Source: an optimization exercise on an open RTL-to-GDS flow (aim: small area, a short achievable clock period and few clock cycles per item). Production flows keep margins and buffers that such runs may drop. The RTL was checked by simulation tests, not by an equivalence proof against the original design. Power figures rest on the tool's default switching activity, not on a simulated workload.

==> flow/design.v <==
package pel_pkg;
    localparam int PEL_WIDTH = 16;
    localparam int ACC_WIDTH = 32;
    typedef logic [PEL_WIDTH-1:0] pel_t;
    typedef logic [ACC_WIDTH-1:0] acc_t;
endpackage
package coef_pkg;
    localparam int COEF_WIDTH = 16;
    localparam int FRAC_BITS = 11;
    typedef logic [COEF_WIDTH-1:0] coef_t;
    localparam coef_t COEF_ONE = coef_t'(1 << FRAC_BITS);
endpackage
module scaler (
    input  logic          clk,
    input  logic          rst_n,
    input  logic          in_write,
    input  pel_pkg::pel_t in_din,
    output logic          in_full,
    input  logic [15:0]   coef,
    input  logic          out_read,
    output pel_pkg::pel_t out_dout,
    output logic          out_empty
);
    logic          v1, v2;
    pel_pkg::pel_t pel_d, pel_q;
    logic [7:0]    one_q, two_q, neg_q;
    logic          b15_q;
    logic [15:0]   s_d, c_d;
    logic [15:1]   t_d, g_d, t_q, g_q;
    logic          y0_d, y0_q, ci_d, ci_q;
    logic          go2, adv, acc;
    logic [16:0] cx;
    assign cx = {coef, 1'b0};
    always_ff @(posedge clk)
    begin
        for (int j = 0; j < 8; j++)
        begin
            one_q[j] <= cx[2*j+1] ^ cx[2*j];
            two_q[j] <= (cx[2*j+2] & ~cx[2*j+1] & ~cx[2*j])
                      | (~cx[2*j+2] & cx[2*j+1] & cx[2*j]);
            neg_q[j] <= cx[2*j+2];
        end
        b15_q <= coef[15];
    end
    assign go2     = ~v2 | out_read;
    assign adv     = v1 & go2;
    assign in_full = v1 & ~go2;
    assign acc     = in_write & ~in_full;
    lane_hold u_hold (
        .d   (in_din),
        .q   (pel_q),
        .v1  (v1),
        .v2  (v2),
        .rd  (out_read),
        .y   (pel_d)
    );
    mul_tree u_tree (
        .a    (pel_q),
        .one  (one_q),
        .two  (two_q),
        .neg  (neg_q),
        .b15  (b15_q),
        .s    (s_d),
        .c    (c_d)
    );
    assign t_d  = s_d[15:1] | c_d[15:1];
    assign g_d  = s_d[15:1] & c_d[15:1];
    assign y0_d = s_d[0] ^ c_d[0];
    assign ci_d = s_d[0] & c_d[0];
    always_ff @(posedge clk)
    begin
        pel_q <= pel_d;
        if (go2)
        begin
            t_q  <= t_d;
            g_q  <= g_d;
            y0_q <= y0_d;
            ci_q <= ci_d;
        end
    end
    always_ff @(posedge clk or negedge rst_n)
    begin
        if (!rst_n)
        begin
            v1 <= 1'b0;
            v2 <= 1'b0;
        end
        else
        begin
            v1 <= acc | (v1 & ~adv);
            if (go2)
                v2 <= v1;
        end
    end
    mul_cpa u_cpa (
        .t  (t_q),
        .g  (g_q),
        .ci (ci_q),
        .y  (out_dout[15:1])
    );
    assign out_dout[0] = y0_q;
    assign out_empty   = ~v2;
endmodule
module lane_hold (
    input  logic [15:0] d,
    input  logic [15:0] q,
    input  logic        v1,
    input  logic        v2,
    input  logic        rd,
    output logic [15:0] y
);
    assign y = (v1 & v2 & ~rd) ? q : d;
endmodule
module mul_tree (
    input  logic [15:0] a,
    input  logic [7:0]  one,
    input  logic [7:0]  two,
    input  logic [7:0]  neg,
    input  logic        b15,
    output logic [15:0] s,
    output logic [15:0] c
);
    logic pp_0_0;
    logic pp_0_1;
    logic pp_0_2;
    logic pp_0_3;
    logic pp_0_4;
    logic pp_0_5;
    logic pp_0_6;
    logic pp_0_7;
    logic pp_0_8;
    logic pp_0_9;
    logic pp_0_10;
    logic pp_0_11;
    logic pp_0_12;
    logic pp_0_13;
    logic pp_0_14;
    logic pp_0_15;
    logic pp_0_16;
    logic ns_0;
    logic pp_1_0;
    logic pp_1_1;
    logic pp_1_2;
    logic pp_1_3;
    logic pp_1_4;
    logic pp_1_5;
    logic pp_1_6;
    logic pp_1_7;
    logic pp_1_8;
    logic pp_1_9;
    logic pp_1_10;
    logic pp_1_11;
    logic pp_1_12;
    logic pp_1_13;
    logic pp_1_14;
    logic pp_1_15;
    logic pp_1_16;
    logic ns_1;
    logic pp_2_0;
    logic pp_2_1;
    logic pp_2_2;
    logic pp_2_3;
    logic pp_2_4;
    logic pp_2_5;
    logic pp_2_6;
    logic pp_2_7;
    logic pp_2_8;
    logic pp_2_9;
    logic pp_2_10;
    logic pp_2_11;
    logic pp_2_12;
    logic pp_2_13;
    logic pp_2_14;
    logic pp_2_15;
    logic pp_2_16;
    logic ns_2;
    logic pp_3_0;
    logic pp_3_1;
    logic pp_3_2;
    logic pp_3_3;
    logic pp_3_4;
    logic pp_3_5;
    logic pp_3_6;
    logic pp_3_7;
    logic pp_3_8;
    logic pp_3_9;
    logic pp_3_10;
    logic pp_3_11;
    logic pp_3_12;
    logic pp_3_13;
    logic pp_3_14;
    logic pp_3_15;
    logic pp_3_16;
    logic ns_3;
    logic pp_4_0;
    logic pp_4_1;
    logic pp_4_2;
    logic pp_4_3;
    logic pp_4_4;
    logic pp_4_5;
    logic pp_4_6;
    logic pp_4_7;
    logic pp_4_8;
    logic pp_4_9;
    logic pp_4_10;
    logic pp_4_11;
    logic pp_4_12;
    logic pp_4_13;
    logic pp_4_14;
    logic pp_4_15;
    logic pp_4_16;
    logic ns_4;
    logic pp_5_0;
    logic pp_5_1;
    logic pp_5_2;
    logic pp_5_3;
    logic pp_5_4;
    logic pp_5_5;
    logic pp_5_6;
    logic pp_5_7;
    logic pp_5_8;
    logic pp_5_9;
    logic pp_5_10;
    logic pp_5_11;
    logic pp_5_12;
    logic pp_5_13;
    logic pp_5_14;
    logic pp_5_15;
    logic pp_5_16;
    logic pp_6_0;
    logic pp_6_1;
    logic pp_6_2;
    logic pp_6_3;
    logic pp_6_4;
    logic pp_6_5;
    logic pp_6_6;
    logic pp_6_7;
    logic pp_6_8;
    logic pp_6_9;
    logic pp_6_10;
    logic pp_6_11;
    logic pp_6_12;
    logic pp_6_13;
    logic pp_6_14;
    logic pp_7_0;
    logic pp_7_1;
    logic pp_7_2;
    logic pp_7_3;
    logic pp_7_4;
    logic pp_7_5;
    logic pp_7_6;
    logic pp_7_7;
    logic pp_7_8;
    logic pp_7_9;
    logic pp_7_10;
    logic pp_7_11;
    logic pp_7_12;
    logic pp_8_0;
    logic pp_8_1;
    logic pp_8_2;
    logic pp_8_3;
    logic pp_8_4;
    logic pp_8_5;
    logic pp_8_6;
    logic pp_8_7;
    logic pp_8_8;
    logic pp_8_9;
    logic pp_8_10;
    logic nc_17;
    logic nc_18;
    logic nc_20;
    logic nc_22;
    logic nc_24;
    logic nc_26;
    logic hs_0;
    logic hc_0;
    logic hs_1;
    logic hc_1;
    logic fs_0;
    logic fc_0;
    logic hs_2;
    logic hc_2;
    logic fs_1;
    logic fc_1;
    logic hs_3;
    logic hc_3;
    logic fs_2;
    logic fc_2;
    logic fs_3;
    logic fc_3;
    logic hs_4;
    logic hc_4;
    logic fs_4;
    logic fc_4;
    logic fs_5;
    logic fc_5;
    logic hs_5;
    logic hc_5;
    logic fs_6;
    logic fc_6;
    logic fs_7;
    logic fc_7;
    logic fs_8;
    logic fc_8;
    logic hs_6;
    logic hc_6;
    logic fs_9;
    logic fc_9;
    logic fs_10;
    logic fc_10;
    logic fs_11;
    logic fc_11;
    logic hs_7;
    logic hc_7;
    logic fs_12;
    logic fc_12;
    logic fs_13;
    logic fc_13;
    logic fs_14;
    logic fc_14;
    logic fs_15;
    logic fc_15;
    logic hs_8;
    logic hc_8;
    logic lg_0;
    logic lt_0;
    logic lg_2;
    logic lt_2;
    logic lg_3;
    logic lt_3;
    logic lg_4;
    logic lt_4;
    logic lg_5;
    logic lt_5;
    logic lg_6;
    logic lt_6;
    logic lg_7;
    logic lt_7;
    logic lg_8;
    logic lt_8;
    logic lg_9;
    logic lt_9;
    logic lg_10;
    logic lt_10;
    logic lcg0;
    logic lcg1;
    logic lcg2;
    logic lct2;
    logic lcg3;
    logic lcg4;
    logic lct4;
    logic lcg5;
    logic lcg6;
    logic lct6;
    logic lcg7;
    logic lcg8;
    logic lct8;
    logic fs_16;
    logic fc_16;
    logic fs_17;
    logic fc_17;
    logic fs_18;
    logic fc_18;
    logic fs_19;
    logic fc_19;
    logic fs_21;
    logic fc_21;
    logic fs_22;
    logic fc_22;
    logic fs_23;
    logic fc_23;
    logic fs_24;
    logic fc_24;
    logic fs_25;
    logic fc_25;
    logic hc_9;
    logic fs_26;
    logic fc_26;
    logic fs_27;
    logic fc_27;
    logic fs_28;
    logic fc_28;
    logic fs_29;
    logic fc_29;
    logic fc_30;
    logic fs_31;
    logic fc_31;
    logic fs_32;
    logic fc_32;
    logic fs_33;
    logic fc_33;
    logic fs_34;
    logic fc_34;
    logic fs_35;
    logic fc_35;
    logic fs_36;
    logic fc_36;
    logic fs_37;
    logic fc_37;
    logic fs_38;
    logic fc_38;
    logic fs_39;
    logic fc_39;
    logic fs_40;
    logic fc_40;
    logic fs_41;
    logic fc_41;
    logic fs_42;
    logic fc_42;
    logic fs_43;
    logic fc_43;
    logic fs_44;
    logic fc_44;
    logic fs_45;
    logic fc_45;
    logic fs_46;
    logic fc_46;
    logic fs_47;
    logic fc_47;
    logic fs_48;
    logic fc_48;
    logic fs_50;
    logic fc_50;
    logic fs_51;
    logic fc_51;
    logic fs_52;
    logic fc_52;
    logic fs_53;
    logic fc_53;
    logic fs_54;
    logic fc_54;
    logic fs_55;
    logic fc_55;
    logic fs_57;
    logic fc_57;
    logic fs_58;
    logic fc_58;
    logic fs_59;
    logic fc_59;
    logic fs_60;
    logic fc_60;
    logic fs_61;
    logic fc_61;
    logic fs_62;
    logic fc_62;
    logic fs_64;
    logic fc_64;
    logic fs_65;
    logic fc_65;
    logic fs_66;
    logic fc_66;
    logic fs_67;
    logic fc_67;
    logic fs_68;
    logic fc_68;
    logic fs_69;
    logic fc_69;
    logic fs_71;
    logic fc_71;
    logic fs_72;
    logic fc_72;
    logic fs_73;
    logic fc_73;
    logic fs_74;
    logic fc_74;
    logic fs_75;
    logic fc_75;
    logic fs_77;
    logic fc_77;
    logic fs_78;
    logic fc_78;
    logic fs_79;
    logic fc_79;
    logic fs_80;
    logic fc_80;
    logic fs_81;
    logic fc_81;
    logic fs_83;
    logic fc_83;
    logic fs_84;
    logic fc_84;
    logic fs_85;
    logic fc_85;
    logic fs_86;
    logic fc_86;
    logic fs_88;
    logic fc_88;
    logic fs_89;
    logic fc_89;
    logic fs_90;
    logic fc_90;
    logic fs_91;
    logic fc_91;
    logic fs_93;
    logic fc_93;
    logic fs_94;
    logic fc_94;
    logic fs_95;
    logic fc_95;
    logic fs_97;
    logic fc_97;
    logic fs_98;
    logic fc_98;
    logic fs_99;
    logic fc_99;
    logic fs_101;
    logic fc_101;
    logic fs_102;
    logic fc_102;
    logic fc_103;
    assign pp_0_0 = ((one[0] & a[0])) ^ neg[0];
    assign pp_0_1 = ((one[0] & a[1]) | (two[0] & a[0])) ^ neg[0];
    assign pp_0_2 = ((one[0] & a[2]) | (two[0] & a[1])) ^ neg[0];
    assign pp_0_3 = ((one[0] & a[3]) | (two[0] & a[2])) ^ neg[0];
    assign pp_0_4 = ((one[0] & a[4]) | (two[0] & a[3])) ^ neg[0];
    assign pp_0_5 = ((one[0] & a[5]) | (two[0] & a[4])) ^ neg[0];
    assign pp_0_6 = ((one[0] & a[6]) | (two[0] & a[5])) ^ neg[0];
    assign pp_0_7 = ((one[0] & a[7]) | (two[0] & a[6])) ^ neg[0];
    assign pp_0_8 = ((one[0] & a[8]) | (two[0] & a[7])) ^ neg[0];
    assign pp_0_9 = ((one[0] & a[9]) | (two[0] & a[8])) ^ neg[0];
    assign pp_0_10 = ((one[0] & a[10]) | (two[0] & a[9])) ^ neg[0];
    assign pp_0_11 = ((one[0] & a[11]) | (two[0] & a[10])) ^ neg[0];
    assign pp_0_12 = ((one[0] & a[12]) | (two[0] & a[11])) ^ neg[0];
    assign pp_0_13 = ((one[0] & a[13]) | (two[0] & a[12])) ^ neg[0];
    assign pp_0_14 = ((one[0] & a[14]) | (two[0] & a[13])) ^ neg[0];
    assign pp_0_15 = ((one[0] & a[15]) | (two[0] & a[14])) ^ neg[0];
    assign pp_0_16 = ((two[0] & a[15])) ^ neg[0];
    assign ns_0 = ~neg[0];
    assign pp_1_0 = ((one[1] & a[0])) ^ neg[1];
    assign pp_1_1 = ((one[1] & a[1]) | (two[1] & a[0])) ^ neg[1];
    assign pp_1_2 = ((one[1] & a[2]) | (two[1] & a[1])) ^ neg[1];
    assign pp_1_3 = ((one[1] & a[3]) | (two[1] & a[2])) ^ neg[1];
    assign pp_1_4 = ((one[1] & a[4]) | (two[1] & a[3])) ^ neg[1];
    assign pp_1_5 = ((one[1] & a[5]) | (two[1] & a[4])) ^ neg[1];
    assign pp_1_6 = ((one[1] & a[6]) | (two[1] & a[5])) ^ neg[1];
    assign pp_1_7 = ((one[1] & a[7]) | (two[1] & a[6])) ^ neg[1];
    assign pp_1_8 = ((one[1] & a[8]) | (two[1] & a[7])) ^ neg[1];
    assign pp_1_9 = ((one[1] & a[9]) | (two[1] & a[8])) ^ neg[1];
    assign pp_1_10 = ((one[1] & a[10]) | (two[1] & a[9])) ^ neg[1];
    assign pp_1_11 = ((one[1] & a[11]) | (two[1] & a[10])) ^ neg[1];
    assign pp_1_12 = ((one[1] & a[12]) | (two[1] & a[11])) ^ neg[1];
    assign pp_1_13 = ((one[1] & a[13]) | (two[1] & a[12])) ^ neg[1];
    assign pp_1_14 = ((one[1] & a[14]) | (two[1] & a[13])) ^ neg[1];
    assign pp_1_15 = ((one[1] & a[15]) | (two[1] & a[14])) ^ neg[1];
    assign pp_1_16 = ((two[1] & a[15])) ^ neg[1];
    assign ns_1 = ~neg[1];
    assign pp_2_0 = ((one[2] & a[0])) ^ neg[2];
    assign pp_2_1 = ((one[2] & a[1]) | (two[2] & a[0])) ^ neg[2];
    assign pp_2_2 = ((one[2] & a[2]) | (two[2] & a[1])) ^ neg[2];
    assign pp_2_3 = ((one[2] & a[3]) | (two[2] & a[2])) ^ neg[2];
    assign pp_2_4 = ((one[2] & a[4]) | (two[2] & a[3])) ^ neg[2];
    assign pp_2_5 = ((one[2] & a[5]) | (two[2] & a[4])) ^ neg[2];
    assign pp_2_6 = ((one[2] & a[6]) | (two[2] & a[5])) ^ neg[2];
    assign pp_2_7 = ((one[2] & a[7]) | (two[2] & a[6])) ^ neg[2];
    assign pp_2_8 = ((one[2] & a[8]) | (two[2] & a[7])) ^ neg[2];
    assign pp_2_9 = ((one[2] & a[9]) | (two[2] & a[8])) ^ neg[2];
    assign pp_2_10 = ((one[2] & a[10]) | (two[2] & a[9])) ^ neg[2];
    assign pp_2_11 = ((one[2] & a[11]) | (two[2] & a[10])) ^ neg[2];
    assign pp_2_12 = ((one[2] & a[12]) | (two[2] & a[11])) ^ neg[2];
    assign pp_2_13 = ((one[2] & a[13]) | (two[2] & a[12])) ^ neg[2];
    assign pp_2_14 = ((one[2] & a[14]) | (two[2] & a[13])) ^ neg[2];
    assign pp_2_15 = ((one[2] & a[15]) | (two[2] & a[14])) ^ neg[2];
    assign pp_2_16 = ((two[2] & a[15])) ^ neg[2];
    assign ns_2 = ~neg[2];
    assign pp_3_0 = ((one[3] & a[0])) ^ neg[3];
    assign pp_3_1 = ((one[3] & a[1]) | (two[3] & a[0])) ^ neg[3];
    assign pp_3_2 = ((one[3] & a[2]) | (two[3] & a[1])) ^ neg[3];
    assign pp_3_3 = ((one[3] & a[3]) | (two[3] & a[2])) ^ neg[3];
    assign pp_3_4 = ((one[3] & a[4]) | (two[3] & a[3])) ^ neg[3];
    assign pp_3_5 = ((one[3] & a[5]) | (two[3] & a[4])) ^ neg[3];
    assign pp_3_6 = ((one[3] & a[6]) | (two[3] & a[5])) ^ neg[3];
    assign pp_3_7 = ((one[3] & a[7]) | (two[3] & a[6])) ^ neg[3];
    assign pp_3_8 = ((one[3] & a[8]) | (two[3] & a[7])) ^ neg[3];
    assign pp_3_9 = ((one[3] & a[9]) | (two[3] & a[8])) ^ neg[3];
    assign pp_3_10 = ((one[3] & a[10]) | (two[3] & a[9])) ^ neg[3];
    assign pp_3_11 = ((one[3] & a[11]) | (two[3] & a[10])) ^ neg[3];
    assign pp_3_12 = ((one[3] & a[12]) | (two[3] & a[11])) ^ neg[3];
    assign pp_3_13 = ((one[3] & a[13]) | (two[3] & a[12])) ^ neg[3];
    assign pp_3_14 = ((one[3] & a[14]) | (two[3] & a[13])) ^ neg[3];
    assign pp_3_15 = ((one[3] & a[15]) | (two[3] & a[14])) ^ neg[3];
    assign pp_3_16 = ((two[3] & a[15])) ^ neg[3];
    assign ns_3 = ~neg[3];
    assign pp_4_0 = ((one[4] & a[0])) ^ neg[4];
    assign pp_4_1 = ((one[4] & a[1]) | (two[4] & a[0])) ^ neg[4];
    assign pp_4_2 = ((one[4] & a[2]) | (two[4] & a[1])) ^ neg[4];
    assign pp_4_3 = ((one[4] & a[3]) | (two[4] & a[2])) ^ neg[4];
    assign pp_4_4 = ((one[4] & a[4]) | (two[4] & a[3])) ^ neg[4];
    assign pp_4_5 = ((one[4] & a[5]) | (two[4] & a[4])) ^ neg[4];
    assign pp_4_6 = ((one[4] & a[6]) | (two[4] & a[5])) ^ neg[4];
    assign pp_4_7 = ((one[4] & a[7]) | (two[4] & a[6])) ^ neg[4];
    assign pp_4_8 = ((one[4] & a[8]) | (two[4] & a[7])) ^ neg[4];
    assign pp_4_9 = ((one[4] & a[9]) | (two[4] & a[8])) ^ neg[4];
    assign pp_4_10 = ((one[4] & a[10]) | (two[4] & a[9])) ^ neg[4];
    assign pp_4_11 = ((one[4] & a[11]) | (two[4] & a[10])) ^ neg[4];
    assign pp_4_12 = ((one[4] & a[12]) | (two[4] & a[11])) ^ neg[4];
    assign pp_4_13 = ((one[4] & a[13]) | (two[4] & a[12])) ^ neg[4];
    assign pp_4_14 = ((one[4] & a[14]) | (two[4] & a[13])) ^ neg[4];
    assign pp_4_15 = ((one[4] & a[15]) | (two[4] & a[14])) ^ neg[4];
    assign pp_4_16 = ((two[4] & a[15])) ^ neg[4];
    assign ns_4 = ~neg[4];
    assign pp_5_0 = ((one[5] & a[0])) ^ neg[5];
    assign pp_5_1 = ((one[5] & a[1]) | (two[5] & a[0])) ^ neg[5];
    assign pp_5_2 = ((one[5] & a[2]) | (two[5] & a[1])) ^ neg[5];
    assign pp_5_3 = ((one[5] & a[3]) | (two[5] & a[2])) ^ neg[5];
    assign pp_5_4 = ((one[5] & a[4]) | (two[5] & a[3])) ^ neg[5];
    assign pp_5_5 = ((one[5] & a[5]) | (two[5] & a[4])) ^ neg[5];
    assign pp_5_6 = ((one[5] & a[6]) | (two[5] & a[5])) ^ neg[5];
    assign pp_5_7 = ((one[5] & a[7]) | (two[5] & a[6])) ^ neg[5];
    assign pp_5_8 = ((one[5] & a[8]) | (two[5] & a[7])) ^ neg[5];
    assign pp_5_9 = ((one[5] & a[9]) | (two[5] & a[8])) ^ neg[5];
    assign pp_5_10 = ((one[5] & a[10]) | (two[5] & a[9])) ^ neg[5];
    assign pp_5_11 = ((one[5] & a[11]) | (two[5] & a[10])) ^ neg[5];
    assign pp_5_12 = ((one[5] & a[12]) | (two[5] & a[11])) ^ neg[5];
    assign pp_5_13 = ((one[5] & a[13]) | (two[5] & a[12])) ^ neg[5];
    assign pp_5_14 = ((one[5] & a[14]) | (two[5] & a[13])) ^ neg[5];
    assign pp_5_15 = ((one[5] & a[15]) | (two[5] & a[14])) ^ neg[5];
    assign pp_5_16 = ((two[5] & a[15])) ^ neg[5];
    assign pp_6_0 = ((one[6] & a[0])) ^ neg[6];
    assign pp_6_1 = ((one[6] & a[1]) | (two[6] & a[0])) ^ neg[6];
    assign pp_6_2 = ((one[6] & a[2]) | (two[6] & a[1])) ^ neg[6];
    assign pp_6_3 = ((one[6] & a[3]) | (two[6] & a[2])) ^ neg[6];
    assign pp_6_4 = ((one[6] & a[4]) | (two[6] & a[3])) ^ neg[6];
    assign pp_6_5 = ((one[6] & a[5]) | (two[6] & a[4])) ^ neg[6];
    assign pp_6_6 = ((one[6] & a[6]) | (two[6] & a[5])) ^ neg[6];
    assign pp_6_7 = ((one[6] & a[7]) | (two[6] & a[6])) ^ neg[6];
    assign pp_6_8 = ((one[6] & a[8]) | (two[6] & a[7])) ^ neg[6];
    assign pp_6_9 = ((one[6] & a[9]) | (two[6] & a[8])) ^ neg[6];
    assign pp_6_10 = ((one[6] & a[10]) | (two[6] & a[9])) ^ neg[6];
    assign pp_6_11 = ((one[6] & a[11]) | (two[6] & a[10])) ^ neg[6];
    assign pp_6_12 = ((one[6] & a[12]) | (two[6] & a[11])) ^ neg[6];
    assign pp_6_13 = ((one[6] & a[13]) | (two[6] & a[12])) ^ neg[6];
    assign pp_6_14 = ((one[6] & a[14]) | (two[6] & a[13])) ^ neg[6];
    assign pp_7_0 = ((one[7] & a[0])) ^ neg[7];
    assign pp_7_1 = ((one[7] & a[1]) | (two[7] & a[0])) ^ neg[7];
    assign pp_7_2 = ((one[7] & a[2]) | (two[7] & a[1])) ^ neg[7];
    assign pp_7_3 = ((one[7] & a[3]) | (two[7] & a[2])) ^ neg[7];
    assign pp_7_4 = ((one[7] & a[4]) | (two[7] & a[3])) ^ neg[7];
    assign pp_7_5 = ((one[7] & a[5]) | (two[7] & a[4])) ^ neg[7];
    assign pp_7_6 = ((one[7] & a[6]) | (two[7] & a[5])) ^ neg[7];
    assign pp_7_7 = ((one[7] & a[7]) | (two[7] & a[6])) ^ neg[7];
    assign pp_7_8 = ((one[7] & a[8]) | (two[7] & a[7])) ^ neg[7];
    assign pp_7_9 = ((one[7] & a[9]) | (two[7] & a[8])) ^ neg[7];
    assign pp_7_10 = ((one[7] & a[10]) | (two[7] & a[9])) ^ neg[7];
    assign pp_7_11 = ((one[7] & a[11]) | (two[7] & a[10])) ^ neg[7];
    assign pp_7_12 = ((one[7] & a[12]) | (two[7] & a[11])) ^ neg[7];
    assign pp_8_0 = b15 & a[0];
    assign pp_8_1 = b15 & a[1];
    assign pp_8_2 = b15 & a[2];
    assign pp_8_3 = b15 & a[3];
    assign pp_8_4 = b15 & a[4];
    assign pp_8_5 = b15 & a[5];
    assign pp_8_6 = b15 & a[6];
    assign pp_8_7 = b15 & a[7];
    assign pp_8_8 = b15 & a[8];
    assign pp_8_9 = b15 & a[9];
    assign pp_8_10 = b15 & a[10];
    assign nc_17 = ~ns_0;
    assign nc_18 = ~ns_0;
    assign nc_20 = ~pp_8_4;
    assign nc_22 = ~pp_8_6;
    assign nc_24 = ~pp_8_8;
    assign nc_26 = ~pp_8_10;
    mul_ha u_hs_0 (.a(neg[1]), .b(pp_0_2), .s(hs_0), .c(hc_0));
    mul_ha u_hs_1 (.a(pp_0_3), .b(pp_1_1), .s(hs_1), .c(hc_1));
    mul_fa u_fs_0 (.a(neg[2]), .b(pp_0_4), .ci(pp_1_2), .s(fs_0), .co(fc_0));
    mul_ha u_hs_2 (.a(pp_2_0), .b(hc_1), .s(hs_2), .c(hc_2));
    mul_fa u_fs_1 (.a(pp_0_5), .b(pp_1_3), .ci(pp_2_1), .s(fs_1), .co(fc_1));
    mul_ha u_hs_3 (.a(hc_2), .b(fc_0), .s(hs_3), .c(hc_3));
    mul_fa u_fs_2 (.a(neg[3]), .b(pp_0_6), .ci(pp_1_4), .s(fs_2), .co(fc_2));
    mul_fa u_fs_3 (.a(pp_2_2), .b(pp_3_0), .ci(fc_1), .s(fs_3), .co(fc_3));
    mul_ha u_hs_4 (.a(fs_2), .b(hc_3), .s(hs_4), .c(hc_4));
    mul_fa u_fs_4 (.a(pp_0_7), .b(pp_1_5), .ci(pp_2_3), .s(fs_4), .co(fc_4));
    mul_fa u_fs_5 (.a(pp_3_1), .b(fc_2), .ci(fs_4), .s(fs_5), .co(fc_5));
    mul_ha u_hs_5 (.a(fc_3), .b(hc_4), .s(hs_5), .c(hc_5));
    mul_fa u_fs_6 (.a(neg[4]), .b(pp_0_8), .ci(pp_1_6), .s(fs_6), .co(fc_6));
    mul_fa u_fs_7 (.a(pp_2_4), .b(pp_3_2), .ci(pp_4_0), .s(fs_7), .co(fc_7));
    mul_fa u_fs_8 (.a(fc_4), .b(fs_6), .ci(fs_7), .s(fs_8), .co(fc_8));
    mul_ha u_hs_6 (.a(fc_5), .b(hc_5), .s(hs_6), .c(hc_6));
    mul_fa u_fs_9 (.a(pp_0_9), .b(pp_1_7), .ci(pp_2_5), .s(fs_9), .co(fc_9));
    mul_fa u_fs_10 (.a(pp_3_3), .b(pp_4_1), .ci(fc_6), .s(fs_10), .co(fc_10));
    mul_fa u_fs_11 (.a(fc_7), .b(fs_9), .ci(fc_8), .s(fs_11), .co(fc_11));
    mul_ha u_hs_7 (.a(fs_10), .b(hc_6), .s(hs_7), .c(hc_7));
    mul_fa u_fs_12 (.a(neg[5]), .b(pp_0_10), .ci(pp_1_8), .s(fs_12), .co(fc_12));
    mul_fa u_fs_13 (.a(pp_2_6), .b(pp_3_4), .ci(pp_4_2), .s(fs_13), .co(fc_13));
    mul_fa u_fs_14 (.a(pp_5_0), .b(fc_9), .ci(fs_12), .s(fs_14), .co(fc_14));
    mul_fa u_fs_15 (.a(fs_13), .b(fc_10), .ci(fs_14), .s(fs_15), .co(fc_15));
    mul_ha u_hs_8 (.a(fc_11), .b(hc_7), .s(hs_8), .c(hc_8));
    assign lg_0 = neg[0] & pp_0_0;
    assign lt_0 = neg[0] | pp_0_0;
    assign lg_2 = pp_1_0 & hs_0;
    assign lt_2 = pp_1_0 | hs_0;
    assign lg_3 = hc_0 & hs_1;
    assign lt_3 = hc_0 | hs_1;
    assign lg_4 = fs_0 & hs_2;
    assign lt_4 = fs_0 | hs_2;
    assign lg_5 = fs_1 & hs_3;
    assign lt_5 = fs_1 | hs_3;
    assign lg_6 = fs_3 & hs_4;
    assign lt_6 = fs_3 | hs_4;
    assign lg_7 = fs_5 & hs_5;
    assign lt_7 = fs_5 | hs_5;
    assign lg_8 = fs_8 & hs_6;
    assign lt_8 = fs_8 | hs_6;
    assign lg_9 = fs_11 & hs_7;
    assign lt_9 = fs_11 | hs_7;
    assign lg_10 = fs_15 & hs_8;
    assign lt_10 = fs_15 | hs_8;
    assign lcg0 = 1'b0 | (pp_0_1 & lg_0);
    assign lcg1 = lg_2 | (lt_2 & lcg0);
    assign lcg2 = lg_4 | (lt_4 & lg_3);
    assign lct2 = lt_4 & lt_3;
    assign lcg3 = lcg2 | (lct2 & lcg1);
    assign lcg4 = lg_6 | (lt_6 & lg_5);
    assign lct4 = lt_6 & lt_5;
    assign lcg5 = lcg4 | (lct4 & lcg3);
    assign lcg6 = lg_8 | (lt_8 & lg_7);
    assign lct6 = lt_8 & lt_7;
    assign lcg7 = lcg6 | (lct6 & lcg5);
    assign lcg8 = lg_10 | (lt_10 & lg_9);
    assign lct8 = lt_10 & lt_9;
    assign c[0] = lcg8 | (lct8 & lcg7);
    mul_fa u_fs_16 (.a(pp_0_11), .b(pp_1_9), .ci(pp_2_7), .s(fs_16), .co(fc_16));
    mul_fa u_fs_17 (.a(pp_3_5), .b(pp_4_3), .ci(pp_5_1), .s(fs_17), .co(fc_17));
    mul_fa u_fs_18 (.a(fc_12), .b(fc_13), .ci(fs_16), .s(fs_18), .co(fc_18));
    mul_fa u_fs_19 (.a(fs_17), .b(fc_14), .ci(fs_18), .s(fs_19), .co(fc_19));
    mul_fa u_fs_20 (.a(fc_15), .b(fs_19), .ci(hc_8), .s(s[0]), .co(c[1]));
    mul_fa u_fs_21 (.a(neg[6]), .b(pp_0_12), .ci(pp_1_10), .s(fs_21), .co(fc_21));
    mul_fa u_fs_22 (.a(pp_2_8), .b(pp_3_6), .ci(pp_4_4), .s(fs_22), .co(fc_22));
    mul_fa u_fs_23 (.a(pp_5_2), .b(pp_6_0), .ci(fc_16), .s(fs_23), .co(fc_23));
    mul_fa u_fs_24 (.a(fc_17), .b(fs_21), .ci(fs_22), .s(fs_24), .co(fc_24));
    mul_fa u_fs_25 (.a(fc_18), .b(fs_23), .ci(fs_24), .s(fs_25), .co(fc_25));
    mul_ha u_hs_9 (.a(fc_19), .b(fs_25), .s(s[1]), .c(hc_9));
    mul_fa u_fs_26 (.a(pp_0_13), .b(pp_1_11), .ci(pp_2_9), .s(fs_26), .co(fc_26));
    mul_fa u_fs_27 (.a(pp_3_7), .b(pp_4_5), .ci(pp_5_3), .s(fs_27), .co(fc_27));
    mul_fa u_fs_28 (.a(pp_6_1), .b(fc_21), .ci(fc_22), .s(fs_28), .co(fc_28));
    mul_fa u_fs_29 (.a(fs_26), .b(fs_27), .ci(fc_23), .s(fs_29), .co(fc_29));
    mul_fa u_fs_30 (.a(fc_24), .b(fs_28), .ci(fs_29), .s(s[2]), .co(fc_30));
    mul_ha u_hs_10 (.a(fc_25), .b(hc_9), .s(c[2]), .c(s[3]));
    mul_fa u_fs_31 (.a(neg[7]), .b(pp_0_14), .ci(pp_1_12), .s(fs_31), .co(fc_31));
    mul_fa u_fs_32 (.a(pp_2_10), .b(pp_3_8), .ci(pp_4_6), .s(fs_32), .co(fc_32));
    mul_fa u_fs_33 (.a(pp_5_4), .b(pp_6_2), .ci(pp_7_0), .s(fs_33), .co(fc_33));
    mul_fa u_fs_34 (.a(fc_26), .b(fc_27), .ci(fs_31), .s(fs_34), .co(fc_34));
    mul_fa u_fs_35 (.a(fs_32), .b(fs_33), .ci(fc_28), .s(fs_35), .co(fc_35));
    mul_fa u_fs_36 (.a(fs_34), .b(fc_29), .ci(fs_35), .s(fs_36), .co(fc_36));
    mul_ha u_hs_11 (.a(fc_30), .b(fs_36), .s(c[3]), .c(s[4]));
    mul_fa u_fs_37 (.a(pp_0_15), .b(pp_1_13), .ci(pp_2_11), .s(fs_37), .co(fc_37));
    mul_fa u_fs_38 (.a(pp_3_9), .b(pp_4_7), .ci(pp_5_5), .s(fs_38), .co(fc_38));
    mul_fa u_fs_39 (.a(pp_6_3), .b(pp_7_1), .ci(fc_31), .s(fs_39), .co(fc_39));
    mul_fa u_fs_40 (.a(fc_32), .b(fc_33), .ci(fs_37), .s(fs_40), .co(fc_40));
    mul_fa u_fs_41 (.a(fs_38), .b(fc_34), .ci(fs_39), .s(fs_41), .co(fc_41));
    mul_fa u_fs_42 (.a(fs_40), .b(fc_35), .ci(fs_41), .s(fs_42), .co(fc_42));
    mul_ha u_hs_12 (.a(fc_36), .b(fs_42), .s(c[4]), .c(s[5]));
    mul_fa u_fs_43 (.a(pp_8_0), .b(pp_0_16), .ci(pp_1_14), .s(fs_43), .co(fc_43));
    mul_fa u_fs_44 (.a(pp_2_12), .b(pp_3_10), .ci(pp_4_8), .s(fs_44), .co(fc_44));
    mul_fa u_fs_45 (.a(pp_5_6), .b(pp_6_4), .ci(pp_7_2), .s(fs_45), .co(fc_45));
    mul_fa u_fs_46 (.a(fc_37), .b(fc_38), .ci(fs_43), .s(fs_46), .co(fc_46));
    mul_fa u_fs_47 (.a(fs_44), .b(fs_45), .ci(fc_39), .s(fs_47), .co(fc_47));
    mul_fa u_fs_48 (.a(fc_40), .b(fs_46), .ci(fc_41), .s(fs_48), .co(fc_48));
    mul_fa u_fs_49 (.a(fs_47), .b(fc_42), .ci(fs_48), .s(c[5]), .co(s[6]));
    mul_fa u_fs_50 (.a(nc_17), .b(pp_8_1), .ci(pp_1_15), .s(fs_50), .co(fc_50));
    mul_fa u_fs_51 (.a(pp_2_13), .b(pp_3_11), .ci(pp_4_9), .s(fs_51), .co(fc_51));
    mul_fa u_fs_52 (.a(pp_5_7), .b(pp_6_5), .ci(pp_7_3), .s(fs_52), .co(fc_52));
    mul_fa u_fs_53 (.a(fc_43), .b(fc_44), .ci(fc_45), .s(fs_53), .co(fc_53));
    mul_fa u_fs_54 (.a(fs_50), .b(fs_51), .ci(fs_52), .s(fs_54), .co(fc_54));
    mul_fa u_fs_55 (.a(fc_46), .b(fs_53), .ci(fs_54), .s(fs_55), .co(fc_55));
    mul_fa u_fs_56 (.a(fc_47), .b(fs_55), .ci(fc_48), .s(c[6]), .co(c[7]));
    mul_fa u_fs_57 (.a(nc_18), .b(pp_8_2), .ci(pp_1_16), .s(fs_57), .co(fc_57));
    mul_fa u_fs_58 (.a(pp_2_14), .b(pp_3_12), .ci(pp_4_10), .s(fs_58), .co(fc_58));
    mul_fa u_fs_59 (.a(pp_5_8), .b(pp_6_6), .ci(pp_7_4), .s(fs_59), .co(fc_59));
    mul_fa u_fs_60 (.a(fc_50), .b(fc_51), .ci(fc_52), .s(fs_60), .co(fc_60));
    mul_fa u_fs_61 (.a(fs_57), .b(fs_58), .ci(fs_59), .s(fs_61), .co(fc_61));
    mul_fa u_fs_62 (.a(fc_53), .b(fc_54), .ci(fs_60), .s(fs_62), .co(fc_62));
    mul_fa u_fs_63 (.a(fs_61), .b(fc_55), .ci(fs_62), .s(s[7]), .co(s[8]));
    mul_fa u_fs_64 (.a(ns_1), .b(ns_0), .ci(pp_8_3), .s(fs_64), .co(fc_64));
    mul_fa u_fs_65 (.a(pp_2_15), .b(pp_3_13), .ci(pp_4_11), .s(fs_65), .co(fc_65));
    mul_fa u_fs_66 (.a(pp_5_9), .b(pp_6_7), .ci(pp_7_5), .s(fs_66), .co(fc_66));
    mul_fa u_fs_67 (.a(fs_64), .b(fc_57), .ci(fc_58), .s(fs_67), .co(fc_67));
    mul_fa u_fs_68 (.a(fc_59), .b(fs_65), .ci(fs_66), .s(fs_68), .co(fc_68));
    mul_fa u_fs_69 (.a(fc_60), .b(fc_61), .ci(fs_67), .s(fs_69), .co(fc_69));
    mul_fa u_fs_70 (.a(fs_68), .b(fc_62), .ci(fs_69), .s(c[8]), .co(s[9]));
    mul_fa u_fs_71 (.a(nc_20), .b(pp_2_16), .ci(pp_3_14), .s(fs_71), .co(fc_71));
    mul_fa u_fs_72 (.a(pp_4_12), .b(pp_5_10), .ci(pp_6_8), .s(fs_72), .co(fc_72));
    mul_fa u_fs_73 (.a(pp_7_6), .b(fc_64), .ci(fc_65), .s(fs_73), .co(fc_73));
    mul_fa u_fs_74 (.a(fc_66), .b(fs_71), .ci(fs_72), .s(fs_74), .co(fc_74));
    mul_fa u_fs_75 (.a(fc_67), .b(fc_68), .ci(fs_73), .s(fs_75), .co(fc_75));
    mul_fa u_fs_76 (.a(fs_74), .b(fc_69), .ci(fs_75), .s(c[9]), .co(s[10]));
    mul_fa u_fs_77 (.a(ns_2), .b(pp_8_5), .ci(pp_8_4), .s(fs_77), .co(fc_77));
    mul_fa u_fs_78 (.a(pp_3_15), .b(pp_4_13), .ci(pp_5_11), .s(fs_78), .co(fc_78));
    mul_fa u_fs_79 (.a(pp_6_9), .b(pp_7_7), .ci(fs_77), .s(fs_79), .co(fc_79));
    mul_fa u_fs_80 (.a(fc_71), .b(fc_72), .ci(fs_78), .s(fs_80), .co(fc_80));
    mul_fa u_fs_81 (.a(fs_79), .b(fc_73), .ci(fc_74), .s(fs_81), .co(fc_81));
    mul_fa u_fs_82 (.a(fs_80), .b(fc_75), .ci(fs_81), .s(c[10]), .co(s[11]));
    mul_fa u_fs_83 (.a(nc_22), .b(pp_3_16), .ci(pp_4_14), .s(fs_83), .co(fc_83));
    mul_fa u_fs_84 (.a(pp_5_12), .b(pp_6_10), .ci(pp_7_8), .s(fs_84), .co(fc_84));
    mul_fa u_fs_85 (.a(fc_77), .b(fc_78), .ci(fs_83), .s(fs_85), .co(fc_85));
    mul_fa u_fs_86 (.a(fs_84), .b(fc_79), .ci(fc_80), .s(fs_86), .co(fc_86));
    mul_fa u_fs_87 (.a(fs_85), .b(fc_81), .ci(fs_86), .s(c[11]), .co(s[12]));
    mul_fa u_fs_88 (.a(ns_3), .b(pp_8_7), .ci(pp_8_6), .s(fs_88), .co(fc_88));
    mul_fa u_fs_89 (.a(pp_4_15), .b(pp_5_13), .ci(pp_6_11), .s(fs_89), .co(fc_89));
    mul_fa u_fs_90 (.a(pp_7_9), .b(fs_88), .ci(fc_83), .s(fs_90), .co(fc_90));
    mul_fa u_fs_91 (.a(fc_84), .b(fs_89), .ci(fc_85), .s(fs_91), .co(fc_91));
    mul_fa u_fs_92 (.a(fs_90), .b(fc_86), .ci(fs_91), .s(c[12]), .co(s[13]));
    mul_fa u_fs_93 (.a(nc_24), .b(pp_4_16), .ci(pp_5_14), .s(fs_93), .co(fc_93));
    mul_fa u_fs_94 (.a(pp_6_12), .b(pp_7_10), .ci(fc_88), .s(fs_94), .co(fc_94));
    mul_fa u_fs_95 (.a(fc_89), .b(fs_93), .ci(fs_94), .s(fs_95), .co(fc_95));
    mul_fa u_fs_96 (.a(fc_90), .b(fs_95), .ci(fc_91), .s(c[13]), .co(c[14]));
    mul_fa u_fs_97 (.a(ns_4), .b(pp_8_9), .ci(pp_8_8), .s(fs_97), .co(fc_97));
    mul_fa u_fs_98 (.a(pp_5_15), .b(pp_6_13), .ci(pp_7_11), .s(fs_98), .co(fc_98));
    mul_fa u_fs_99 (.a(fs_97), .b(fc_93), .ci(fs_98), .s(fs_99), .co(fc_99));
    mul_fa u_fs_100 (.a(fc_94), .b(fs_99), .ci(fc_95), .s(s[14]), .co(c[15]));
    mul_fa u_fs_101 (.a(nc_26), .b(pp_5_16), .ci(pp_6_14), .s(fs_101), .co(fc_101));
    mul_fa u_fs_102 (.a(pp_7_12), .b(fc_97), .ci(fc_98), .s(fs_102), .co(fc_102));
    mul_fa u_fs_103 (.a(fs_101), .b(fc_99), .ci(fs_102), .s(s[15]), .co(fc_103));
endmodule
module mul_fa (
    input  logic a,
    input  logic b,
    input  logic ci,
    output logic s,
    output logic co
);
    assign s  = a ^ b ^ ci;
    assign co = (a & b) | (ci & (a ^ b));
endmodule
module mul_ha (
    input  logic a,
    input  logic b,
    output logic s,
    output logic c
);
    assign s = a ^ b;
    assign c = a & b;
endmodule
module mul_cpa (
    input  logic [14:0] t,
    input  logic [14:0] g,
    input  logic        ci,
    output logic [14:0] y
);
    logic g0_1;
    assign g0_1 = g[0] | (t[0] & ci);
    logic g0_3;
    assign g0_3 = g[2] | (t[2] & g[1]);
    logic t0_3;
    assign t0_3 = t[2] & t[1];
    logic g0_5;
    assign g0_5 = g[4] | (t[4] & g[3]);
    logic t0_5;
    assign t0_5 = t[4] & t[3];
    logic g0_7;
    assign g0_7 = g[6] | (t[6] & g[5]);
    logic t0_7;
    assign t0_7 = t[6] & t[5];
    logic g0_9;
    assign g0_9 = g[8] | (t[8] & g[7]);
    logic t0_9;
    assign t0_9 = t[8] & t[7];
    logic g0_11;
    assign g0_11 = g[10] | (t[10] & g[9]);
    logic t0_11;
    assign t0_11 = t[10] & t[9];
    logic g0_13;
    assign g0_13 = g[12] | (t[12] & g[11]);
    logic t0_13;
    assign t0_13 = t[12] & t[11];
    logic g0_15;
    assign g0_15 = g[14] | (t[14] & g[13]);
    logic t0_15;
    assign t0_15 = t[14] & t[13];
    logic g1_2;
    assign g1_2 = g[1] | (t[1] & g0_1);
    logic g1_3;
    assign g1_3 = g0_3 | (t0_3 & g0_1);
    logic g1_6;
    assign g1_6 = g[5] | (t[5] & g0_5);
    logic t1_6;
    assign t1_6 = t[5] & t0_5;
    logic g1_7;
    assign g1_7 = g0_7 | (t0_7 & g0_5);
    logic t1_7;
    assign t1_7 = t0_7 & t0_5;
    logic g1_10;
    assign g1_10 = g[9] | (t[9] & g0_9);
    logic t1_10;
    assign t1_10 = t[9] & t0_9;
    logic g1_11;
    assign g1_11 = g0_11 | (t0_11 & g0_9);
    logic t1_11;
    assign t1_11 = t0_11 & t0_9;
    logic g1_14;
    assign g1_14 = g[13] | (t[13] & g0_13);
    logic t1_14;
    assign t1_14 = t[13] & t0_13;
    logic g1_15;
    assign g1_15 = g0_15 | (t0_15 & g0_13);
    logic t1_15;
    assign t1_15 = t0_15 & t0_13;
    logic g2_4;
    assign g2_4 = g[3] | (t[3] & g1_3);
    logic g2_5;
    assign g2_5 = g0_5 | (t0_5 & g1_3);
    logic g2_6;
    assign g2_6 = g1_6 | (t1_6 & g1_3);
    logic g2_7;
    assign g2_7 = g1_7 | (t1_7 & g1_3);
    logic g2_12;
    assign g2_12 = g[11] | (t[11] & g1_11);
    logic t2_12;
    assign t2_12 = t[11] & t1_11;
    logic g2_13;
    assign g2_13 = g0_13 | (t0_13 & g1_11);
    logic t2_13;
    assign t2_13 = t0_13 & t1_11;
    logic g2_14;
    assign g2_14 = g1_14 | (t1_14 & g1_11);
    logic t2_14;
    assign t2_14 = t1_14 & t1_11;
    logic g2_15;
    assign g2_15 = g1_15 | (t1_15 & g1_11);
    logic t2_15;
    assign t2_15 = t1_15 & t1_11;
    logic g3_8;
    assign g3_8 = g[7] | (t[7] & g2_7);
    logic g3_9;
    assign g3_9 = g0_9 | (t0_9 & g2_7);
    logic g3_10;
    assign g3_10 = g1_10 | (t1_10 & g2_7);
    logic g3_11;
    assign g3_11 = g1_11 | (t1_11 & g2_7);
    logic g3_12;
    assign g3_12 = g2_12 | (t2_12 & g2_7);
    logic g3_13;
    assign g3_13 = g2_13 | (t2_13 & g2_7);
    logic g3_14;
    assign g3_14 = g2_14 | (t2_14 & g2_7);
    logic g3_15;
    assign g3_15 = g2_15 | (t2_15 & g2_7);
    assign y[0] = (t[0] & ~g[0]) ^ ci;
    assign y[1] = (t[1] & ~g[1]) ^ g0_1;
    assign y[2] = (t[2] & ~g[2]) ^ g1_2;
    assign y[3] = (t[3] & ~g[3]) ^ g1_3;
    assign y[4] = (t[4] & ~g[4]) ^ g2_4;
    assign y[5] = (t[5] & ~g[5]) ^ g2_5;
    assign y[6] = (t[6] & ~g[6]) ^ g2_6;
    assign y[7] = (t[7] & ~g[7]) ^ g2_7;
    assign y[8] = (t[8] & ~g[8]) ^ g3_8;
    assign y[9] = (t[9] & ~g[9]) ^ g3_9;
    assign y[10] = (t[10] & ~g[10]) ^ g3_10;
    assign y[11] = (t[11] & ~g[11]) ^ g3_11;
    assign y[12] = (t[12] & ~g[12]) ^ g3_12;
    assign y[13] = (t[13] & ~g[13]) ^ g3_13;
    assign y[14] = (t[14] & ~g[14]) ^ g3_14;
endmodule
module pel_scaler_top #(
    parameter int FLUX  = 2,
    parameter int DEPTH = 4
) (
    input  logic                              clk,
    input  logic                              rst_n,
    input  logic            [FLUX-1:0]        in_write,
    input  pel_pkg::pel_t   [FLUX-1:0]        in_din,
    output logic            [FLUX-1:0]        in_full,
    input  coef_pkg::coef_t [FLUX-1:0]        coef,
    input  logic            [FLUX-1:0]        out_read,
    output pel_pkg::pel_t   [FLUX-1:0]        out_dout,
    output logic            [FLUX-1:0]        out_empty
);
    genvar f;
    generate
        for (f = 0; f < FLUX; f++)
        begin : g_lane
            scaler u_lane (
                .clk       (clk),
                .rst_n     (rst_n),
                .in_write  (in_write[f]),
                .in_din    (in_din[f]),
                .in_full   (in_full[f]),
                .coef      (coef[f]),
                .out_read  (out_read[f]),
                .out_dout  (out_dout[f]),
                .out_empty (out_empty[f])
            );
        end
    endgenerate
endmodule
==> flow/flow/run.sh <==
#!/bin/bash
# the standard layout, with plain buffers (not delay cells) on the ports
bash standard.sh "BUFFER_PORTS_ARGS=-buffer_cell sky130_fd_sc_hd__buf_2" finish > standard.log 2>&1
==> flow/standard.sh <==
#!/bin/bash
# synth_recipe.tcl (not shown) runs the flow's synth.tcl, then flattens the netlist and writes it again
# the make line also repeats each setting of config.mk as NAME=value (left out here)
make -C /OpenROAD-flow-scripts/flow DESIGN_CONFIG=/design/flow/config.mk WORK_HOME=/design/flow/orfs CLKGATE_MAP_FILE= SYNTH_SCRIPT=/design/flow/synth_recipe.tcl "${@:-finish}"
==> flow/config.mk <==
export PLATFORM = sky130hd
export DESIGN_NAME = pel_scaler_top
export DESIGN_NICKNAME = pel_scaler_top
export VERILOG_FILES = /design/flow/design.v
export SDC_FILE = /design/flow/constraint.sdc
export NUM_CORES = 4
export LEC_CHECK = 0
export CAP_MARGIN = 20
export CORE_MARGIN = 2
export CORE_UTILIZATION = 65
export CTS_BUF_LIST = sky130_fd_sc_hd__clkbuf_4 sky130_fd_sc_hd__clkbuf_8
export CTS_CLUSTER_DIAMETER = 100
export CTS_CLUSTER_SIZE = 30
export PLACE_DENSITY = 0.75
export SETUP_SLACK_MARGIN = 4.0
export SLEW_MARGIN = 20
export SYNTH_HIERARCHICAL = 1
==> flow/constraint.sdc <==
create_clock -name core_clock -period 8.0 [get_ports {clk}]
set_input_delay 1.6000 -clock core_clock [delete_from_list [all_inputs] [get_ports {clk}]]
set_output_delay 1.6000 -clock core_clock [all_outputs]
set_load 0.01 [all_outputs]
==> results.env, run 1 <==
YOSYS.AREA.TOP_TYPE='sky130_fd_sc_hd__fa_1'
NETLIST.AREA_LEADER.SHARE=0.264
GPL.FINAL_WEIGHTED_CONGESTION=0.917
ANTENNA_FOUND_INITIAL=0
DP_CELLS=1745
SEQ_AREA_FRAC_SYNTH=0.230
SYNTH.TOP_CELLS.BY_AREA='sky130_fd_sc_hd__fa_1 26%, sky130_fd_sc_hd__xnor2_1 16%, sky130_fd_sc_hd__edfxtp_1 12%'
ANTENNA_CELLS=0
CRITPATHMAXFANOUT=14
TNS_NS=0
SYNTHESIS.AREA_UM2=15800
RSZ0062_AT_GRT='true'
PERIOD_NEEDED_NS=3.86
REG2REG_SETUP_SLACK_NS=4.14
CTSHTREEMAXLEVEL=4
PORT-BUFFER-COUNT=105
FINALHOLDVIOLCOUNT=0
CTS_BUFFERS=17
SYNTH_ENABLE_FLOP_CELLS=64
HOLD_PATH.CLASS='register to register'
FINALNETCOUNT=1746
ROUTED_WIRELENGTH_UM=36300
CELLLEAKAGEPOWER_uW=0.00615
GRT_START_MAX_NET_PINS=34
SYNTHESIS.INSTANCES=1446
CTSLONGESTPATHBUFFERS=2
TIMING_MAX_TRANSITION_VIOLATIONS_FINAL=0
GRT_USE_MET1=0.450
REG2REGPATHDEPTH=8
GRT_USE_MET3=0.0839
PRE_CTS_WS_NS=3.82
CELLPOWERDENSITY_nW_PER_UM2=395
START_UTIL=0.656
LAYOUT.CELLS.MOST_COMMON_LIST='282 x sky130_fd_sc_hd__xnor2_1, 236 x sky130_fd_sc_hd__a22oi_1, 208 x sky130_fd_sc_hd__fa_1'
MAX_CLOCK_FREQ_MHz=259
POST-ROUTE-PERIOD-UTIL=0.483
FINAL.FILL_COUNT=1842
SYNTH-MAIN-FF-CELL='sky130_fd_sc_hd__dfxtp_1'
ROUTE.DETAILED.DRC=0
FLOORPLAN_CORE_AREA_UM2=24000
POSTROUTEANTENNANETS=0
POST_ROUTE_CELLS_DRIVE_ABOVE_1_SHARE=0.181
FLOORPLAN_DIE_HEIGHT_UM=160
GLOBAL_ROUTE.USAGE.MET2=0.411
DETAIL_ROUTE.WL_PER_CELL_UM=20.4
HPWL_UM=26300
CRITICAL_PATH_CLASS='register to register'
CTS_NUM_SINKS=148
DESIGN.DIE.AREA_UM2=25500
REPORT.FINAL.SETUP_VIOL=0
CRIT_PATH_START='g_lane[0].u_lane.pel_q[14]'
CRITICAL_PATH.REG2REG.STARTPOINT='g_lane[0].u_lane.pel_q[14]'
TIMING.MAX_CAP.VIOLATIONS=0
GR-MAX-USAGE-LAYER='met1'
MAX-VDD-IR-DROP_mV=0.201
ROUTED-VIA-COUNT=11100
RUN_STATUS='timing/DRC/antenna clean'
NUM_IO_PINS=106
FINISH.INSTANCE_AREA_UM2=16600
FINAL_CORE_OCC=0.692
FINAL.SETUP.WORST_SLACK_NS=4.14
SYNTH.DISTINCT_CELLS=49
DIE_W_UM=160
FRACTION_OF_REGISTERS_WITH_ASYNC_SET_RESET=0.0270
FINAL_CELLS=1776
AREA_GROWTH_SYN_TO_LAYOUT_PCT=5.54
GRT.OVERFLOW.TOTAL=0
WORST_SLEW_PIN_SLEW_NS=1.05
SETUP.WORST_PATH.END_CLASS='register'
VIA_COUNT_OF_THE_FIRST_GLOBAL_ROUTING_PASS=11300
RR_ENDPOINT='g_lane[0].u_lane.t_q[5]'
CRITICAL_PATH.STARTPOINT_TYPE='register'
CLOCK-SKEW-FINAL_NS=0.0261
SYNTH.FF_LATCH_COUNT=148
SYN_AVG_CELL_AREA_UM2=10.9
FIRST_PASS_ITERS=7
CP-ENDPOINT='g_lane[0].u_lane.t_q[5]'
MAPPEDNETLISTNETS=1752
PLACEMENT_ROWS=57
LAYOUT_COMMONEST_CELL='sky130_fd_sc_hd__xnor2_1'
CLK_ROOT_BUFFER_CELL='sky130_fd_sc_hd__clkbuf_8'
DRT_ITER0_DRC=1219
HOLDBUFCOUNTCTS=0
GLOBAL_ROUTE.USAGE.TOTAL=0.293
GRT_FIRST_PASS_WIRELENGTH_UM=60000
PLACE_AREA_UM2=16100
DETAIL_ROUTE.VIAS_PER_CELL=6.27
CP.ARRIVAL_NS=4.07
CTS_SETUP_BUFFERS=0
CLK_TRANSITION_REPORTED_PATHS_NS=0.09
TRITONCTS='done'
REQUIRED_NS=8.21
MAX-SLEW-MARGIN-REL=0.297
YOSYSWARNINGCOUNT=7
WORST_SKEW_PAIR.LATE_LATENCY_NS=0.45
[flip-flops by register name (all words and copies together) (netlist names)]
name and count:
g_lane.u_lane.ci_q 2, g_lane.u_lane.one_q 16, g_lane.u_lane.v2 2, g_lane.u_lane.g_q 30, g_lane.u_lane.two_q 16, g_lane.u_lane.y0_q 2, g_lane.u_lane.pel_q 32, g_lane.u_lane.v1 2
g_lane.u_lane.t_q 30, g_lane.u_lane.neg_q 16
[synth_stat cells, drive strengths merged, types with 4 or more instances]
cell,count
clkbuf,52
and3b,4
dfxtp,80
or2,32
a22oi,236
dfrtp,4
xnor2,282
a31oi,8
nand2b,30
buf,98
o21ai,32
nor2b,20
and2,46
nand2,42
nor3,4
nand3b,16
o22ai,6
nand3,4
edfxtp,64
nor2,20
o31ai,4
xor2,14
inv,24
mux2,32
ha,28
a21oi,32
a21o,4
fa,208
[power breakdown]
group | internal (µW) | total, µW | leakage, µW | switching (µW)
logic | 2160 | 4330 | 0.00458 | 2170
registers | 1280 | 1580 | 0.00135 | 305
clock network | 351 | 654 | 0.000220 | 303
total | 3790 | 6570 | 0.00615 | 2780
[per-module statistics from Yosys (local to each module, per instance), excerpt]
module     cells inside  flops+latches  area, µm²  copies in the design
mul_tree            374              0       2620                     2
scaler              140             74       2250                     2
mul_cpa              74              0        524                     2
lane_hold            18              0        249                     2
mul_fa                1              0       20.0                   208
mul_ha                1              0       12.5                    26
[worst min path at each step]
stage	start	depth (start not counted)	endpoint
final	g_lane[1].u_lane.v1	1	g_lane[1].u_lane.v2
after global routing	g_lane[0].u_lane.v1	1	g_lane[0].u_lane.v2
after CTS	g_lane[0].u_lane.v1	1	g_lane[0].u_lane.v2
after detailed placement	g_lane[1].u_lane.v1	1	g_lane[1].u_lane.v2
after global placement	g_lane[0].u_lane.v1	1	g_lane[0].u_lane.v2
after floorplan	g_lane[0].u_lane.pel_q[0]	1	g_lane[0].u_lane.pel_q[0]
[per-layer routing]
metal	up-vias	share of wire
met2	621	0.42
met4	0	0.014
met3	42	0.11
met1	5529	0.45
met5	-	0
li1	4942	-
[metrics by stage]
| step | power, µW | hold slack (ns) |
|---|---|---|
| 3_5_place_dp | 5920 | 0.535 |
| 2_1_floorplan | 4740 | 0.452 |
| 6_report | 6570 | 0.553 |
| 5_1_grt | 7280 | 0.575 |
| 4_1_cts | 6590 | 0.553 |
| 3_3_place_gp | 5700 | 0.529 |
[final cells by class]
cell class	instances	area [µm²]	share of cell area
inverters	24	90.1	0.00541
flip-flops and latches	148	3700	0.222
multi-input cells	1124	11300	0.681
repair buffers	125	676	0.0406
clock buffers	19	255	0.0153
clock inverters	12	176	0.0106
well taps	324	405	0.0244
[critical path, cell delays in order, from the launching register on]
cell	delay, ns
sky130_fd_sc_hd__dfxtp_1	0.72
sky130_fd_sc_hd__a22oi_1	0.17
sky130_fd_sc_hd__xnor2_1	0.24
sky130_fd_sc_hd__fa_1	0.46
sky130_fd_sc_hd__fa_1	0.43
sky130_fd_sc_hd__fa_1	0.43
sky130_fd_sc_hd__fa_1	0.52
sky130_fd_sc_hd__fa_1	0.42
sky130_fd_sc_hd__or2_1	0.24
[timing repair]
action | CTS | global route
gates resized for setup | 17 | 39
hold endpoints to repair | 0 | 0
pin swaps | 0 | 0
endpoints found under the setup margin | 10 | 14
[cells by family after synthesis]
logic type	synth area share
compound gates	0.157
xor+xnor	0.164
fa+ha+maj	0.286
simple gates	0.0838
buf+inv	0.0513
flops	0.230
mux	0.0276
Testbench counts, summed over its fixed seeds: cycles 8,016, items 16,000.
==> inputs of run 2 (changes only) <==
--- a/flow/config.mk
+++ b/flow/config.mk
@@ -14,3 +14,3 @@
 export PLACE_DENSITY = 0.75
-export SETUP_SLACK_MARGIN = 4.0
+export SETUP_SLACK_MARGIN = 4.5
 export SLEW_MARGIN = 20
==> run 2 against run 1 <==
Combinational power grew 12%; critical path depth shrank 1; power grew 6.5%; critical path type is now register to output port; largest power group unchanged; highest routed layer unchanged.
==> results.env, run 2 <==
RUN_STATUS='timing/DRC/antenna clean'  # unchanged
POST_SYNTH_XOR_AREA_FRACTION=0.164  # unchanged
FLOORPLAN_CORE_AREA_UM2=24000  # unchanged
HOLD_PATH.CLASS='register to register'  # unchanged
TIMING.MAX_CAP.VIOLATIONS=0  # unchanged
CTS_BUFFERS=17  # unchanged
SETUP.WORST_PATH.END_CLASS='output port'  # was register
YOSYSMOSTFREQUENTCELL='sky130_fd_sc_hd__xnor2_1'  # unchanged
POWER_SWITCHING_SHARE=0.430  # was 0.423
YOSYS.AREA.TOP_TYPE='sky130_fd_sc_hd__fa_1'  # unchanged
CELLLEAKAGEPOWER_uW=0.00679  # was 0.00615 µW
POWER_SWITCHING_uW=3010  # was 2780 µW
PRE_CTS_WS_NS=3.82  # about the same
DESIGN.DIE.AREA_UM2=25500  # unchanged
GLOBAL_ROUTE.USAGE.TOTAL=0.300  # was 0.293
POWER_FRAC_SEQ=0.226  # was 0.241
PLACEMENT_ROWS=57  # unchanged
CELL_INTERNAL_PWR_uW=3990  # was 3790 µW
MAPPEDNETLISTNETS=1752  # unchanged
CLOCK-SKEW-FINAL_NS=0.0185  # was 0.0261 ns
GRT_FIRST_PASS_WIRELENGTH_UM=61100  # was 60000 µm
HOLDBUFCOUNTCTS=0  # unchanged
SYNTH.FF_LATCH_COUNT=148  # unchanged
CTSHTREEMAXLEVEL=4  # unchanged
SYNTH_MUX_AREA_FRAC=0.0276  # unchanged
P_CLK_FRAC=0.080  # was 0.100
POST_SYNTH_TOP_CELLS='282 x sky130_fd_sc_hd__xnor2_1, 236 x sky130_fd_sc_hd__a22oi_1, 208 x sky130_fd_sc_hd__fa_1, 88 x sky130_fd_sc_hd__buf_2, 80 x sky130_fd_sc_hd__dfxtp_1'  # unchanged
ANTENNA_CELLS=0  # unchanged
TRITONCTS='done'  # unchanged
NUM_IO_PINS=106  # unchanged
SEQ_AREA_FRAC_SYNTH=0.230  # unchanged
ARITHMETIC_CELL_SHARE_OF_THE_SYNTHESIZED_AREA_COUNTING_FULL_ADDERS_HALF_ADDERS_AND_MAJORITY_GATES=0.286  # unchanged
CP.ARRIVAL_NS=2.23  # was 4.07 ns
MAX_CLOCK_FREQ_MHz=261  # was 259 MHz
COMBINATIONAL_FAMILY_WITH_THE_MOST_AREA_AFTER_SYNTHESIS='adder cells'  # unchanged
SYNTHESIS.AREA_UM2=15800  # unchanged
FINAL.SETUP.WORST_SLACK_NS=4.17  # was 4.14 ns
SYNTH.DISTINCT_CELLS=49  # unchanged
REQUIRED_NS=6.40  # was 8.21 ns
CRIT_PATH_START='g_lane[0].u_lane.g_q[4]'  # was g_lane[0].u_lane.pel_q[14]
ROUTED-VIA-COUNT=12000  # was 11100
LAYOUT_COMMONEST_CELL='sky130_fd_sc_hd__xnor2_1'  # unchanged
CLK_ROOT_BUFFER_CELL='sky130_fd_sc_hd__clkbuf_8'  # unchanged
VIA_COUNT_OF_THE_FIRST_GLOBAL_ROUTING_PASS=11500  # was 11300
START_UTIL=0.656  # unchanged
RSZ0062_AT_GRT='true'  # unchanged
FLOORPLAN_DIE_HEIGHT_UM=160  # unchanged
FIRST_PASS_ITERS=6  # was 7
DIE_W_UM=160  # unchanged
CTSLONGESTPATHBUFFERS=2  # unchanged
POST-ROUTE-PERIOD-UTIL=0.479  # was 0.483
SYNTH-MAIN-FF-CELL='sky130_fd_sc_hd__dfxtp_1'  # unchanged
CRITICAL_PATH.STARTPOINT_TYPE='register'  # unchanged
DETAIL_ROUTE.VIAS_PER_CELL=6.35  # was 6.27
FINALNETCOUNT=1859  # was 1746
POST_SYNTH_AND_OR_NAND_NOR_AREA_FRACTION=0.0838  # unchanged
ANTENNA_FOUND_INITIAL=0  # unchanged
MAX_FLOP_REGISTER='g_lane.u_lane.pel_q'  # unchanged
CRITICAL_PATH_CLASS='register to output port'  # was register to register
MIN_FROM='g_lane[1].u_lane.pel_q[4]'  # was g_lane[1].u_lane.v1
GRT.OVERFLOW.TOTAL=0  # unchanged
PORT-BUFFER-COUNT=105  # unchanged
ROUTE.DETAILED.DRC=0  # unchanged
CRITPATHMAXFANOUT=4  # was 14
CTS_NUM_SINKS=148  # unchanged
TNS_NS=0  # unchanged
MAX-VDD-IR-DROP_mV=0.218  # was 0.201 mV
GPL.FINAL_WEIGHTED_CONGESTION=0.917  # unchanged
PERIOD_NEEDED_NS=3.83  # was 3.86 ns
CELLPOWERDENSITY_nW_PER_UM2=384  # was 395 nW/µm²
NETLIST.AREA_LEADER.SHARE=0.264  # unchanged
YOSYSWARNINGCOUNT=7  # unchanged
SYNTH_ENABLE_FLOP_CELLS=64  # unchanged
SHARE_OF_TOTAL_POWER_IN_COMBINATIONAL_LOGIC=0.694  # was 0.660
SYNTH_COMPOUND_GATE_AREA_SHARE=0.157  # unchanged
SYN_AVG_CELL_AREA_UM2=10.9  # unchanged
TIMING_MAX_TRANSITION_VIOLATIONS_FINAL=0  # unchanged
DRT_ITER0_DRC=1550  # was 1219
CRITICAL_PATH.REG2REG.STARTPOINT='g_lane[1].u_lane.one_q[0]'  # was g_lane[0].u_lane.pel_q[14]
POST_ROUTE_CELLS_DRIVE_ABOVE_1_SHARE=0.324  # was 0.181
FINALHOLDVIOLCOUNT=0  # unchanged
LARGEST_REGISTERS_IN_THE_FINAL_LAYOUT='g_lane.u_lane.pel_q (32), g_lane.u_lane.g_q (30), g_lane.u_lane.t_q (30)'  # unchanged
GRT_START_MAX_NET_PINS=34  # unchanged
LAYOUT.CELLS.MOST_COMMON_LIST='273 x sky130_fd_sc_hd__xnor2_1, 196 x sky130_fd_sc_hd__a22oi_1, 175 x sky130_fd_sc_hd__fa_1'  # was 282 x sky130_fd_sc_hd__xnor2_1, 236 x sky130_fd_sc_hd__a22oi_1, 208 x sky130_fd_sc_hd__fa_1
SYNTH.TOP_CELLS.BY_AREA='sky130_fd_sc_hd__fa_1 26%, sky130_fd_sc_hd__xnor2_1 16%, sky130_fd_sc_hd__edfxtp_1 12%'  # unchanged
HPWL_UM=25700  # was 26300 µm
AREA_GROWTH_SYN_TO_LAYOUT_PCT=15.7  # was 5.54%
WORST_SLEW_PIN_SLEW_NS=0.559  # was 1.05 ns
REPORT.FINAL.SETUP_VIOL=0  # unchanged
ROUTED_WIRELENGTH_UM=41200  # was 36300 µm
POSTROUTEANTENNANETS=0  # unchanged
WORST_SKEW_PAIR.LATE_LATENCY_NS=0.49  # was 0.45 ns
DETAIL_ROUTE.WL_PER_CELL_UM=21.8  # was 20.4 µm
LARGEST_REGISTER_FF_COUNT=32  # unchanged
FRACTION_OF_REGISTERS_WITH_ASYNC_SET_RESET=0.0270  # unchanged
SYNTHESIS.INSTANCES=1446  # unchanged
MAX-SLEW-MARGIN-REL=0.627  # was 0.297
CLK_TRANSITION_REPORTED_PATHS_NS=0.10  # was 0.09 ns
[run 2: changes by cell type in the layout (fill, tap and decap cells not counted), moves of 33 or more]
| cell | before | now |
|---|---|---|
| sky130_fd_sc_hd__buf_4 | 20 | 104 |
| sky130_fd_sc_hd__dfxtp_2 | 45 | 12 |
| sky130_fd_sc_hd__fa_2 | 0 | 33 |
| sky130_fd_sc_hd__dfxtp_4 | 5 | 61 |
| sky130_fd_sc_hd__a22oi_2 | 0 | 40 |
| sky130_fd_sc_hd__fa_1 | 208 | 175 |
| sky130_fd_sc_hd__a22oi_1 | 236 | 196 |
[run 2: per-layer routing]
metal  vias to the layer above  part of all wire  global-route usage
li1                       5183                 -                   -
met1                      5852              0.42               0.452
met2                       827              0.43               0.434
met3                       141              0.12              0.0701
met4                         0             0.030              0.0913
met5                         -                 0                   0
[run 2: cell type report]
cell class | count | area, µm²
Clock buffer | 17 | 234
Clock inverter | 15 | 119
Fill cell | 1572 | 5800
Inverter | 24 | 90.1
Multi-Input combinational cell | 1124 | 11800
Sequential cell | 148 | 3870
Tap cell | 324 | 405
Timing Repair Buffer | 238 | 1690
[run 2: power by group through the flow]
stage | Combinational [µW] | Sequential (µW) | Clock, µW
3_5_place_dp | 4290 | 1610 | 0
6_report | 4860 | 1580 | 558
2_1_floorplan | 3360 | 1410 | 0
3_3_place_gp | 4090 | 1600 | 0
5_1_grt | 5490 | 1610 | 593
4_1_cts | 4450 | 1590 | 560
[run 2: per-module statistics from Yosys, one instance, submodules excluded, a selection]
| module | area, µm² | cells |
|---|---|---|
| mul_ha | 12.5 | 1 |
| scaler | 2250 | 140 |
| lane_hold | 249 | 18 |
| mul_fa | 20.0 | 1 |
| mul_tree | 2620 | 374 |
| mul_cpa | 524 | 74 |
[run 2: path summary, 6_finish.rpt]
kind	end	slack (ns)	cells after the start
max in group asynchronous	g_lane[1].u_lane.v2	6.98	1
max reg2reg	g_lane[1].u_lane.y0_q	4.33	15
min reg2reg	g_lane[1].u_lane.pel_q[4]	0.55	1
min in group asynchronous	g_lane[0].u_lane.v1	0.90	1
max	out_dout[15]	4.17	7
min	g_lane[1].u_lane.pel_q[4]	0.55	1
[run 2: stage by stage]
step | area, µm² | hold WS, ns | std cells | utilization | total power [µW]
floorplan | 15900 | 0.452 | 1446 | - | 4760
global placement | 16100 | 0.525 | 1735 | 0.669 | 5690
detailed placement | 16100 | 0.535 | 1735 | 0.669 | 5900
CTS | 17000 | 0.555 | 1800 | 0.708 | 6600
global route | 18200 | 0.558 | 1890 | 0.759 | 7690
finish | 18200 | 0.545 | 1890 | 0.759 | 7000
[run 2: critical path: stages, from the launching register on]
cell                       delay (ns)
sky130_fd_sc_hd__edfxtp_1        0.44
sky130_fd_sc_hd__a21oi_1         0.22
sky130_fd_sc_hd__o21ai_2         0.11
sky130_fd_sc_hd__a32oi_4         0.29
sky130_fd_sc_hd__o31ai_4         0.11
sky130_fd_sc_hd__o31ai_2         0.27
sky130_fd_sc_hd__xnor2_1         0.15
sky130_fd_sc_hd__buf_2           0.15
[run 2: cells by family after synthesis]
logic type,after synthesis
AND/OR/NAND/NOR,226
multiplexers,32
AO/OA/AOI/OAI,334
XOR/XNOR,296
adder cells (fa/ha/maj),236
buffers and inverters,174
flip-flops,148
[run 2: repair_timing]
action                     4_1_cts  5_1_grt
pin swaps                       12       62
setup endpoints to repair       80       57
setup buffers                   33       90
resized for setup              149      126

Setup slack of run 2, layout unchanged: 4.168 ns with ideal ports, 4.124 ns with driving cells assumed (clock clkbuf_16, inputs buf_2), 4.316 ns with port delays also shifted by the 0.522 ns mid clock arrival.
